This design comes from an exercise in tuning for small area, a short achievable clock period and few clock cycles on the open sky130 flow, not from production work. In this exercise RTL edits were held to simulation tests only and were not proved equivalent to the original. Power and IR drop assume default switching activity.

Design cpu_top, start of the top module:
module cpu_top (
    input  logic        clk,
    input  logic        rst,
    input  logic        run,
    input  logic        load_req,
    input  logic [5:0]  load_addr,
    input  logic [31:0] load_instr,
    output logic        load_ack,
    output logic        retire_valid,
    output logic [3:0]  retire_rd,
    output logic [31:0] retire_data
);
Size: roughly 9300 cells after synthesis, ~80 I/O pins, roughly 150000 um^2 of cells after synthesis.
Settings: LEC_CHECK=0, CAP_MARGIN=20, CORE_MARGIN=2, CORE_UTILIZATION=50, SETUP_SLACK_MARGIN=3.8, SLEW_MARGIN=20, TNS_END_PERCENT=10; clock period 6.0 ns.
run.sh (not shown) runs the stock make flow with config.mk's settings and CLKGATE_MAP_FILE= SYNTH_SCRIPT=/design/flow/synth_recipe.tcl, a recipe that flattens the netlist after the stock synthesis.
The starting point passed the timing, design-rule and antenna checks.
Testbench counts at the start, summed over its fixed seeds: cycles 25,521.
Edit:
--- a/flow/config.mk
+++ b/flow/config.mk
@@ -9,4 +9,4 @@
 export CORE_MARGIN = 2
-export CORE_UTILIZATION = 50
-export SETUP_SLACK_MARGIN = 3.8
+export CORE_UTILIZATION = 55
+export SETUP_SLACK_MARGIN = 3.6
 export SLEW_MARGIN = 20
- The changed run ran to the end with no violations
- power drops by 1.0%
- non-clock buffer count came out lower by 29
- sequential power is about the same
- fmax came out higher by 2.9%
- routed wire length goes down by 0.33%
- worst setup slack gains 0.082 ns
- cell area is lower by 1.2%
- synthesized cell count is unchanged
Edit:
--- a/flow/config.mk
+++ b/flow/config.mk
@@ -9,5 +9,5 @@
 export CORE_MARGIN = 2
-export CORE_UTILIZATION = 55
+export CORE_UTILIZATION = 50
 export SETUP_SLACK_MARGIN = 3.6
 export SLEW_MARGIN = 20
-export TNS_END_PERCENT = 10
+export TNS_END_PERCENT = 20
What happened:
- die area came out higher by roughly a tenth
- final cell count came out higher by a few percent
- first-iteration DRC count came out higher by a little under a tenth
- global-route usage came out lower by 2.9 points
Edit:
--- a/flow/config.mk
+++ b/flow/config.mk
@@ -12,2 +12,2 @@
 export SLEW_MARGIN = 20
-export TNS_END_PERCENT = 20
+export TNS_END_PERCENT = 10
=> Setup slack gets better by 0.013 ns; clock-buffer cell count does not change; cell area shrinks slightly; sequential cell count is unchanged; total power stays flat; via count falls slightly; synthesized area does not change; final cell count decreases slightly; worst hold slack barely changes; utilization drops by 0.65 points.
Edit:
--- a/flow/config.mk
+++ b/flow/config.mk
@@ -10,4 +10,4 @@
 export CORE_UTILIZATION = 50
-export SETUP_SLACK_MARGIN = 3.6
+export SETUP_SLACK_MARGIN = 3.9
 export SLEW_MARGIN = 20
-export TNS_END_PERCENT = 10
+export TNS_END_PERCENT = 20
- register-to-register slack is better by 0.04 ns
- cell area increases by 2.7%
- synthesized cell count does not change
- via count grows by 1.3%
- worst setup slack is better by 0.037 ns
- die area is unchanged
- total power came out higher by 1.0%
- global-route usage grows by 0.54 points
- wire length grows by 1.4%

---

== run a ==
cpu_top, a different RTL version from the one above (not shown whole).
For scale: ~9,500 cells after synthesis, roughly 4,400 flip-flops, about 80 I/O pins.
clock: 6.0 ns
lec_check: 0
cap_margin: 20
core_margin: 2
core_utilization: 50
setup_slack_margin: 3.3
slew_margin: 20
tns_end_percent: 20
standard.sh (not shown) runs the stock make flow with config.mk's settings and CLKGATE_MAP_FILE= SYNTH_SCRIPT=/design/flow/synth_recipe.tcl, a recipe that flattens the netlist after the stock synthesis.
==> flow/flow/run.sh <==
#!/bin/bash
# The standard layout, except that every input and output port gets a
# sky130_fd_sc_hd__buf_4 as its port buffer (the standard flow's own pick
# can be a slow delay cell). The full make output goes to standard.log here;
# each step's own log is under orfs/logs/.
set -euo pipefail
bash standard.sh "BUFFER_PORTS_ARGS=-buffer_cell sky130_fd_sc_hd__buf_4" finish > standard.log 2>&1
Testbench counts of run a, summed over its fixed seeds: cycles 25,521.
Input changes introduced in run b (baseline for comparison: run a):
==> flow/run.sh (new file) <==
#!/bin/bash
# synth_recipe.tcl (not shown) runs the flow's synth.tcl, then flattens the netlist and writes it again
# the make line also repeats each setting of config.mk as NAME=value (left out here)
make -C /OpenROAD-flow-scripts/flow DESIGN_CONFIG=/design/flow/config.mk WORK_HOME=/design/flow/orfs CLKGATE_MAP_FILE= SYNTH_SCRIPT=/design/flow/synth_recipe.tcl finish
removed: flow/flow/run.sh
removed: flow/standard.sh
--- outcome ---
Run b went all the way through the flow, and no timing, DRC or antenna check failed.
The smallest setup slack after layout of run b is higher than that of run a.
The minimum clock period after layout reported for run b is smaller than that of run a by 5.4 ps.
In the flow results for run a and run b, the half-perimeter wire length after detailed placement is smaller on run a.
The design area was comparable across run a and run b.
~same global-route usage in run a and run b
Peak clock frequency supported by timing: run b vs run a, no meaningful difference
Side by side, number of antenna violations at the first check in global routing turned out lower in run b than in run a.
Between run a and run b, the difference in clock distribution area overhead in the final layout is negligible.
As far as total placed cells including tap cells is concerned, run a and run b perform about the same.
Looking at run a and run b, the utilization is a wash.
Cell at the slowest stage of the critical path = a22oi_2: run b; cell at the slowest stage of the critical path = fa_2: run a

## static timing again, ports no longer ideal
Ports are ideal in the flow. The routed layouts listed here were re-timed in OpenROAD.
Step 1 assumes that a clkbuf_16 drives the clock port and a buf_2 every other input.
Step 2 adds t to the input delays and takes it off the output delays; t is the mean of the earliest and latest rising clock arrival at the registers after step 1. Input paths then give back, and output paths get back, about the clock's delay inside the block.
a / b / c = ideal ports / drivers / drivers and shift; a / b = the first two.
run | t, ns | setup slack, ns | worst hold slack (ns) | worst setup path after step 2 | latest minus earliest clock arrival (ns)
the first run of note 1 | 1.081 | 3.087 / 3.087 / 2.773 | 0.325 / 0.325 / 0.325 | input to register | 0.073 / 0.073
the second run of note 1 | 1.067 | 3.169 / 3.169 / 2.887 | 0.330 / 0.330 / 0.330 | input to register | 0.067 / 0.066
the third run of note 1 | 1.071 | 3.166 / 3.166 / 2.835 | 0.318 / 0.318 / 0.318 | input to register | 0.094 / 0.093
the fourth run of note 1 | 1.063 | 3.179 / 3.093 / 2.855 | 0.318 / 0.318 / 0.318 | input to register | 0.095 / 0.094
the fifth run of note 1 | 1.063 | 3.216 / 3.215 / 2.862 | 0.327 / 0.327 / 0.327 | input to register | 0.094 / 0.094
run a | 1.048 | 2.870 / 2.870 / 2.870 | 0.293 / 0.247 / 0.293 | register to register | 0.094 / 0.094
run b | 1.042 | 2.876 / 2.876 / 2.850 | 0.332 / 0.332 / 0.332 | input to register | 0.064 / 0.064
After both steps setup and hold are still met in every run listed. The setup slack of the fifth run of note 1, which loses most, moves by -0.001 ns with the drivers and by -0.354 ns with both steps.
